From an optimization exercise on the open Yosys and OpenROAD flow, aimed at small area; shortcuts taken in it are not production practice.
The RTL was checked by simulation tests, not by an equivalence proof against the original design.
Power is estimated from default activity; no workload was simulated.

==> flow/design.v (excerpt) <==
module motion_map_arbiter #(
  parameter int unsigned NTILES       = 256,
  parameter int unsigned AW           = 8,
  parameter logic        VS_POL       = 1'b1,
  parameter int unsigned ALARM_MIN    = 4,
  parameter int unsigned ALARM_FRAMES = 2
) (
  input  logic          pclk,
  input  logic          rst,
  input  logic          s_pVSync,
  input  logic          vec_we,
  input  logic [AW-1:0] vec_addr,
  input  logic          motion_detected,
  input  logic          r0_req,
  input  logic [AW-1:0] r0_addr,
  input  logic          r1_req,
  input  logic [AW-1:0] r1_addr,
  output logic          r0_gnt,
  output logic          r0_data,
  output logic          r1_gnt,
  output logic          r1_data,
  output logic [8:0]    active_tiles,
  output logic          frame_done,
  output logic          alarm
);
For scale: ~540 flip-flops, about 20000 um2 of cells after synthesis.
export LEC_CHECK = 0
export CAP_MARGIN = 5
export CORE_MARGIN = 2
export CORE_UTILIZATION = 45
export GPL_TIMING_DRIVEN = 0
export PLACE_DENSITY = 0.7
export SLEW_MARGIN = 5
export SYNTH_HIERARCHICAL = 1
export SYNTH_MINIMUM_KEEP_SIZE = 0
create_clock -name core_clock -period 8.0 [get_ports {pclk}]
standard.sh (not shown) runs the stock make flow with config.mk's settings and CLKGATE_MAP_FILE= SYNTH_SCRIPT=/design/flow/synth_recipe.tcl, a recipe that flattens the netlist after the stock synthesis.
==> flow/flow/run.sh <==
#!/bin/bash
# The standard layout (standard.sh, unchanged synthesis) with two changes:
#  - clock tree synthesis without dummy loads, with clkbuf_8 leaf clusters;
#  - port buffers use the smallest buffer cell instead of a delay cell.
set -euo pipefail
export CTS_ARGS="-sink_clustering_enable -repair_clock_nets -dont_use_dummy_load -buf_list sky130_fd_sc_hd__clkbuf_8 -sink_clustering_size 15 -sink_clustering_max_diameter 80"
export BUFFER_PORTS_ARGS="-buffer_cell sky130_fd_sc_hd__buf_1"
bash standard.sh > standard.log 2>&1
The baseline finished clean.
Rerun with:
==> flow/run.sh (new file) <==
#!/bin/bash
# synth_recipe.tcl (not shown) runs the flow's synth.tcl, then flattens the netlist and writes it again
# the make line also repeats each setting of config.mk as NAME=value (left out here)
make -C /OpenROAD-flow-scripts/flow DESIGN_CONFIG=/design/flow/config.mk WORK_HOME=/design/flow/orfs CLKGATE_MAP_FILE= SYNTH_SCRIPT=/design/flow/synth_recipe.tcl finish
==> flow/config.mk (replaced) <==
export PLATFORM = sky130hd
export DESIGN_NAME = motion_map_arbiter
export DESIGN_NICKNAME = motion_map_arbiter
export VERILOG_FILES = /design/flow/design.v
export SDC_FILE = /design/flow/constraint.sdc
export NUM_CORES = 4
export LEC_CHECK = 0
export CAP_MARGIN = 20
export CORE_MARGIN = 2
export CORE_UTILIZATION = 60
export CTS_BUF_LIST = sky130_fd_sc_hd__clkbuf_8
export CTS_CLUSTER_DIAMETER = 60
export CTS_CLUSTER_SIZE = 15
export SLEW_MARGIN = 20
export SYNTH_HIERARCHICAL = 1
export SYNTH_MINIMUM_KEEP_SIZE = 0
removed: flow/flow/run.sh
removed: flow/standard.sh
Sequential power is about the same.
Routed wire length grows by 3.2%.
Final area drops by 0.49%.
Setup slack is worse by 0.71 ns.
Die area went down by 25%.
Hold slack gets worse by 0.012 ns.
Rerun with:
==> flow/flow/run.sh (new file) <==
#!/bin/bash
# The standard layout (standard.sh, unchanged synthesis) with two changes:
#  - clock tree synthesis without dummy loads, with clkbuf_8 leaf clusters;
#  - port buffers use the smallest buffer cell instead of a delay cell.
set -euo pipefail
export CTS_ARGS="-sink_clustering_enable -repair_clock_nets -dont_use_dummy_load -buf_list sky130_fd_sc_hd__clkbuf_8 -sink_clustering_size 15 -sink_clustering_max_diameter 60"
export BUFFER_PORTS_ARGS="-buffer_cell sky130_fd_sc_hd__buf_1"
bash standard.sh > standard.log 2>&1
==> flow/standard.sh (new file) <==
#!/bin/bash
# synth_recipe.tcl (not shown) runs the flow's synth.tcl, then flattens the netlist and writes it again
# the make line also repeats each setting of config.mk as NAME=value (left out here)
make -C /OpenROAD-flow-scripts/flow DESIGN_CONFIG=/design/flow/config.mk WORK_HOME=/design/flow/orfs CLKGATE_MAP_FILE= SYNTH_SCRIPT=/design/flow/synth_recipe.tcl "${@:-finish}"
==> flow/config.mk (replaced) <==
export PLATFORM = sky130hd
export DESIGN_NAME = motion_map_arbiter
export DESIGN_NICKNAME = motion_map_arbiter
export VERILOG_FILES = /design/flow/design.v
export SDC_FILE = /design/flow/constraint.sdc
export NUM_CORES = 4
export LEC_CHECK = 0
export CAP_MARGIN = 5
export CORE_MARGIN = 2
export CORE_UTILIZATION = 60
export SLEW_MARGIN = 5
export SYNTH_HIERARCHICAL = 1
export SYNTH_MINIMUM_KEEP_SIZE = 0
removed: flow/run.sh
Outcome: Cell count barely changes; total power falls by about 2%; worst setup slack improves by 0.37 ns; global-route usage rises by 0.59 points; die area stays the same; non-clock buffer count rises by 4; maximum frequency rises by 6.3%.
Rerun with:
--- a/flow/config.mk
+++ b/flow/config.mk
@@ -8,5 +8,6 @@
 export CAP_MARGIN = 5
 export CORE_MARGIN = 2
-export CORE_UTILIZATION = 60
+export CORE_UTILIZATION = 45
+export PLACE_DENSITY = 0.7
 export SLEW_MARGIN = 5
 export SYNTH_HIERARCHICAL = 1
Effect: Area after synthesis is unchanged. Global-route usage drops by 9.6 points. Count of clock-buffer cells in the layout climbs by 1. Worst setup slack improved by 0.12 ns. Routed wire length climbs by 1.5%. Worst hold slack stays flat. Fmax climbs by 2.1%. Critical path depth does not change. Non-clock buffer count drops by 10. Final cell count climbs by 5.8%. Design area climbs by about 0.7%.

========
The RTL this note starts from:
==> flow/design.v <==
module motion_map_arbiter #(
  parameter int unsigned NTILES       = 256,
  parameter int unsigned AW           = 8,
  parameter logic        VS_POL       = 1'b1,
  parameter int unsigned ALARM_MIN    = 4,
  parameter int unsigned ALARM_FRAMES = 2
) (
  input  logic          pclk,
  input  logic          rst,
  input  logic          s_pVSync,
  input  logic          vec_we,
  input  logic [AW-1:0] vec_addr,
  input  logic          motion_detected,
  input  logic          r0_req,
  input  logic [AW-1:0] r0_addr,
  input  logic          r1_req,
  input  logic [AW-1:0] r1_addr,
  output logic          r0_gnt,
  output logic          r0_data,
  output logic          r1_gnt,
  output logic          r1_data,
  output logic [8:0]    active_tiles,
  output logic          frame_done,
  output logic          alarm
);
  localparam int unsigned CW = 9;
  logic [NTILES-1:0] wmap;
  logic [NTILES-1:0] dmap;
  logic [NTILES-1:0] wmap_n;
  logic              wz;
  logic              dv;
  logic              vs_q;
  logic [CW-1:0]     cnt;
  logic              prev_hi;
  logic              last_gnt;
  logic              dbit;
  logic              boundary_c;
  logic              old_bit_c;
  logic [CW-1:0]     cnt_eff_c;
  logic [CW-1:0]     cnt_next_c;
  logic              hi_c;
  logic              elig0_c;
  logic              elig1_c;
  logic              grant0_c;
  logic              grant1_c;
  logic [AW-1:0]     raddr_c;
  logic [NTILES-1:0] dmap_n;
  logic [15:0]       rset_c;
  logic [15:0]       rclr_c;
  logic [15:0]       cset_c;
  logic [15:0]       cclr_c;
  logic              wbit_c;
  logic              rbit_c;
  logic boundary_n_c;
  assign boundary_n_c = !boundary_c;
  for (genvar i = 0; i < NTILES; i++) begin : g_dld
    mm_ld u (.ld(boundary_c), .hold(boundary_n_c), .d(wmap_n[i]), .q(dmap[i]), .y(dmap_n[i]));
  end
  mm_rd256 u_wrd (.m(wmap), .a(vec_addr), .y(wbit_c));
  mm_rd256 u_drd (.m(dmap), .a(raddr_c),  .y(rbit_c));
  always_comb begin
    boundary_c = (s_pVSync == VS_POL) && (vs_q != VS_POL);
    for (int r = 0; r < 16; r++) begin
      rset_c[r] = vec_we && motion_detected && (vec_addr[7:4] == 4'(r));
      rclr_c[r] = (vec_we && !motion_detected && (vec_addr[7:4] == 4'(r))) || wz;
    end
    for (int c = 0; c < 16; c++) begin
      cset_c[c] = (vec_addr[3:0] == 4'(c));
      cclr_c[c] = (vec_addr[3:0] == 4'(c)) || wz;
    end
    for (int i = 0; i < NTILES; i++) begin
      wmap_n[i] = (rset_c[i/16] && cset_c[i%16]) ||
                  (wmap[i] && !(rclr_c[i/16] && cclr_c[i%16]));
    end
    old_bit_c  = wbit_c && !wz;
    cnt_eff_c  = wz ? '0 : cnt;
    cnt_next_c = cnt_eff_c;
    if (vec_we && !old_bit_c && motion_detected) begin
      cnt_next_c = cnt_eff_c + CW'(1);
    end else if (vec_we && old_bit_c && !motion_detected) begin
      cnt_next_c = cnt_eff_c - CW'(1);
    end
    hi_c     = 32'(cnt_next_c) >= ALARM_MIN;
    elig0_c  = r0_req && !r0_gnt;
    elig1_c  = r1_req && !r1_gnt;
    grant0_c = elig0_c && (!elig1_c || last_gnt);
    grant1_c = elig1_c && !grant0_c;
    raddr_c  = grant0_c ? r0_addr : r1_addr;
  end
  always_ff @(posedge pclk) begin
    wmap <= wmap_n;
    dmap <= dmap_n;
    cnt  <= cnt_next_c;
    dbit <= dv && rbit_c;
  end
  always_ff @(posedge pclk or posedge rst) begin
    if (rst) begin
      wz           <= 1'b1;
      dv           <= 1'b0;
      vs_q         <= VS_POL;
      prev_hi      <= 1'b0;
      active_tiles <= '0;
      frame_done   <= 1'b0;
      alarm        <= 1'b0;
      r0_gnt       <= 1'b0;
      r1_gnt       <= 1'b0;
      last_gnt     <= 1'b1;
    end else begin
      vs_q       <= s_pVSync;
      frame_done <= boundary_c;
      wz         <= boundary_c;
      if (boundary_c) begin
        dv           <= 1'b1;
        active_tiles <= cnt_next_c;
        prev_hi      <= hi_c;
        alarm        <= prev_hi && hi_c;
      end
      r0_gnt <= grant0_c;
      r1_gnt <= grant1_c;
      if (grant0_c)      last_gnt <= 1'b0;
      else if (grant1_c) last_gnt <= 1'b1;
    end
  end
  assign r0_data = r0_gnt && dbit;
  assign r1_data = r1_gnt && dbit;
endmodule
module mm_rd256 (
  input  logic [255:0] m,
  input  logic [7:0]   a,
  output logic         y
);
  logic [7:0]  s0;
  logic [7:0]  s1;
  logic [3:0]  s2;
  logic [31:0] l1;
  logic [3:0]  l2;
  always_comb begin
    for (int i = 0; i < 8; i++) begin
      s0[i] = (a[2:0] == 3'(i));
      s1[i] = (a[5:3] == 3'(i));
    end
    for (int i = 0; i < 4; i++) begin
      s2[i] = (a[7:6] == 2'(i));
    end
  end
  for (genvar i = 0; i < 32; i++) begin : g_l1
    mm_sel8 u (.a(m[i*8 +: 8]), .s(s0), .y(l1[i]));
  end
  for (genvar i = 0; i < 4; i++) begin : g_l2
    mm_sel8 u (.a(l1[i*8 +: 8]), .s(s1), .y(l2[i]));
  end
  mm_sel4 u_l3 (.a(l2), .s(s2), .y(y));
endmodule
module mm_sel8 (
  input  logic [7:0] a,
  input  logic [7:0] s,
  output logic       y
);
  logic [1:0] n;
  mm_aoi3 u0 (.a(a[2:0]), .s(s[2:0]), .yn(n[0]));
  mm_aoi3 u1 (.a(a[5:3]), .s(s[5:3]), .yn(n[1]));
  mm_fin2 u2 (.n(n), .a(a[7:6]), .s(s[7:6]), .y(y));
endmodule
module mm_aoi3 (
  input  logic [2:0] a,
  input  logic [2:0] s,
  output logic       yn
);
  assign yn = !((a[0] && s[0]) || (a[1] && s[1]) || (a[2] && s[2]));
endmodule
module mm_fin2 (
  input  logic [1:0] n,
  input  logic [1:0] a,
  input  logic [1:0] s,
  output logic       y
);
  assign y = !(n[0] && n[1] && !((a[0] && s[0]) || (a[1] && s[1])));
endmodule
module mm_sel4 (
  input  logic [3:0] a,
  input  logic [3:0] s,
  output logic       y
);
  assign y = |(a & s);
endmodule
module mm_ld (
  input  logic ld,
  input  logic hold,
  input  logic d,
  input  logic q,
  output logic y
);
  assign y = (ld && d) || (hold && q);
endmodule
==> flow/config.mk <==
export PLATFORM = sky130hd
export DESIGN_NAME = motion_map_arbiter
export DESIGN_NICKNAME = motion_map_arbiter
export VERILOG_FILES = /design/flow/design.v
export SDC_FILE = /design/flow/constraint.sdc
export NUM_CORES = 4
export LEC_CHECK = 0
export CAP_MARGIN = 20
export CORE_MARGIN = 2
export CORE_UTILIZATION = 60
export SLEW_MARGIN = 20
export SYNTH_HIERARCHICAL = 1
export SYNTH_MINIMUM_KEEP_SIZE = 0
==> flow/constraint.sdc <==
create_clock -name core_clock -period 8.0 [get_ports {pclk}]
set_input_delay 1.6000 -clock core_clock [delete_from_list [all_inputs] [get_ports {pclk}]]
set_output_delay 1.6000 -clock core_clock [all_outputs]
set_load 0.01 [all_outputs]
==> flow/flow/run.sh <==
#!/bin/bash
# The standard layout (standard.sh, unchanged synthesis) with two changes:
#  - clock tree synthesis without dummy loads, with clkbuf_8 leaf clusters;
#  - port buffers use the smallest buffer cell instead of a delay cell.
set -euo pipefail
export CTS_ARGS="-sink_clustering_enable -repair_clock_nets -dont_use_dummy_load -buf_list sky130_fd_sc_hd__clkbuf_8 -sink_clustering_size 15 -sink_clustering_max_diameter 60"
export BUFFER_PORTS_ARGS="-buffer_cell sky130_fd_sc_hd__buf_1"
bash standard.sh > standard.log 2>&1
The baseline passed the timing, DRC and antenna checks.
==> next run, changes <==
==> flow/flow/run.sh (replaced) <==
#!/bin/bash
# The standard layout (standard.sh, unchanged synthesis) with two changes:
#  - clock tree synthesis without dummy loads, with clkbuf_8 leaf clusters;
#  - port buffers use the smallest buffer cell instead of a delay cell.
set -euo pipefail
export CTS_ARGS="-sink_clustering_enable -repair_clock_nets -dont_use_dummy_load -buf_list sky130_fd_sc_hd__clkbuf_8 -sink_clustering_size 15 -sink_clustering_max_diameter 80"
export BUFFER_PORTS_ARGS="-buffer_cell sky130_fd_sc_hd__buf_1"
bash standard.sh > standard.log 2>&1
- CAP_MARGIN: 20 -> 5
- CORE_UTILIZATION: 60 -> 45
- PLACE_DENSITY: not set -> 0.7
- SLEW_MARGIN: 20 -> 5
After rerunning:
- cell count climbs by 5.7%
- first-iteration DRC count came out higher by 14%
- combinational power came out lower by about 1%
- via count barely changes
- wire length came out higher by 1.3%
- power came out lower by 0.33%
==> next run, changes <==
==> flow/flow/run.sh (replaced) <==
#!/bin/bash
# The standard layout (standard.sh, unchanged synthesis) with two changes:
#  - clock tree synthesis without dummy loads, with clkbuf_8 leaf clusters;
#  - port buffers use the smallest buffer cell instead of a delay cell.
set -euo pipefail
export CTS_ARGS="-sink_clustering_enable -repair_clock_nets -dont_use_dummy_load -buf_list sky130_fd_sc_hd__clkbuf_8 -sink_clustering_size 18 -sink_clustering_max_diameter 80"
export BUFFER_PORTS_ARGS="-buffer_cell sky130_fd_sc_hd__buf_1"
bash standard.sh > standard.log 2>&1
Outcome: The changed run produced a clean layout; first-iteration DRC count drops by about 4.4%; design area is about the same; register-to-register slack gains 0.02 ns.

[afterwards: timing with drivers on the ports]
No port has a modelled driver above. Below, the same layouts with a new extraction and two added sets of constraints.
Step 1: set_driving_cell puts a clkbuf_16 on pclk and a buf_2 on each other input, an assumption about the parent block.
Step 2 times the ports against the registers' clock, not the clock port: input delays grow and output delays shrink by t, the midpoint of the rising clock arrivals with the driver on.
a / b / c = ideal ports / drivers / drivers and shift; a / b = the first two.
run	shift t [ns]	setup WS [ns]	latest minus earliest clock arrival (ns)	slew at the worst register clock pin (ns)	worst slew at a driven data input, ns
the first run of note 1	0.688	2.483 / 2.512 / 1.824	0.056 / 0.056	0.10 / 0.10	0.06
the second run of note 1	0.670	1.770 / 1.799 / 1.129	0.030 / 0.030	0.10 / 0.10	0.04
the third run of note 1	0.651	2.140 / 2.168 / 1.516	0.045 / 0.045	0.10 / 0.10	0.09
the fourth run of note 1	0.691	2.261 / 2.268 / 1.577	0.056 / 0.056	0.10 / 0.10	0.11
the first run of note 2	0.660	2.064 / 2.091 / 1.431	0.036 / 0.036	0.10 / 0.10	0.09
the second run of note 2	0.694	2.212 / 2.220 / 1.526	0.071 / 0.070	0.11 / 0.11	0.10
the third run of note 2	0.627	2.205 / 2.211 / 1.584	0.075 / 0.075	0.12 / 0.12	0.10
After both steps setup and hold are still met in every run listed. For the second run of note 2, which loses most, drivers alone change the setup slack by +0.008 ns; drivers and shift together by -0.686 ns.
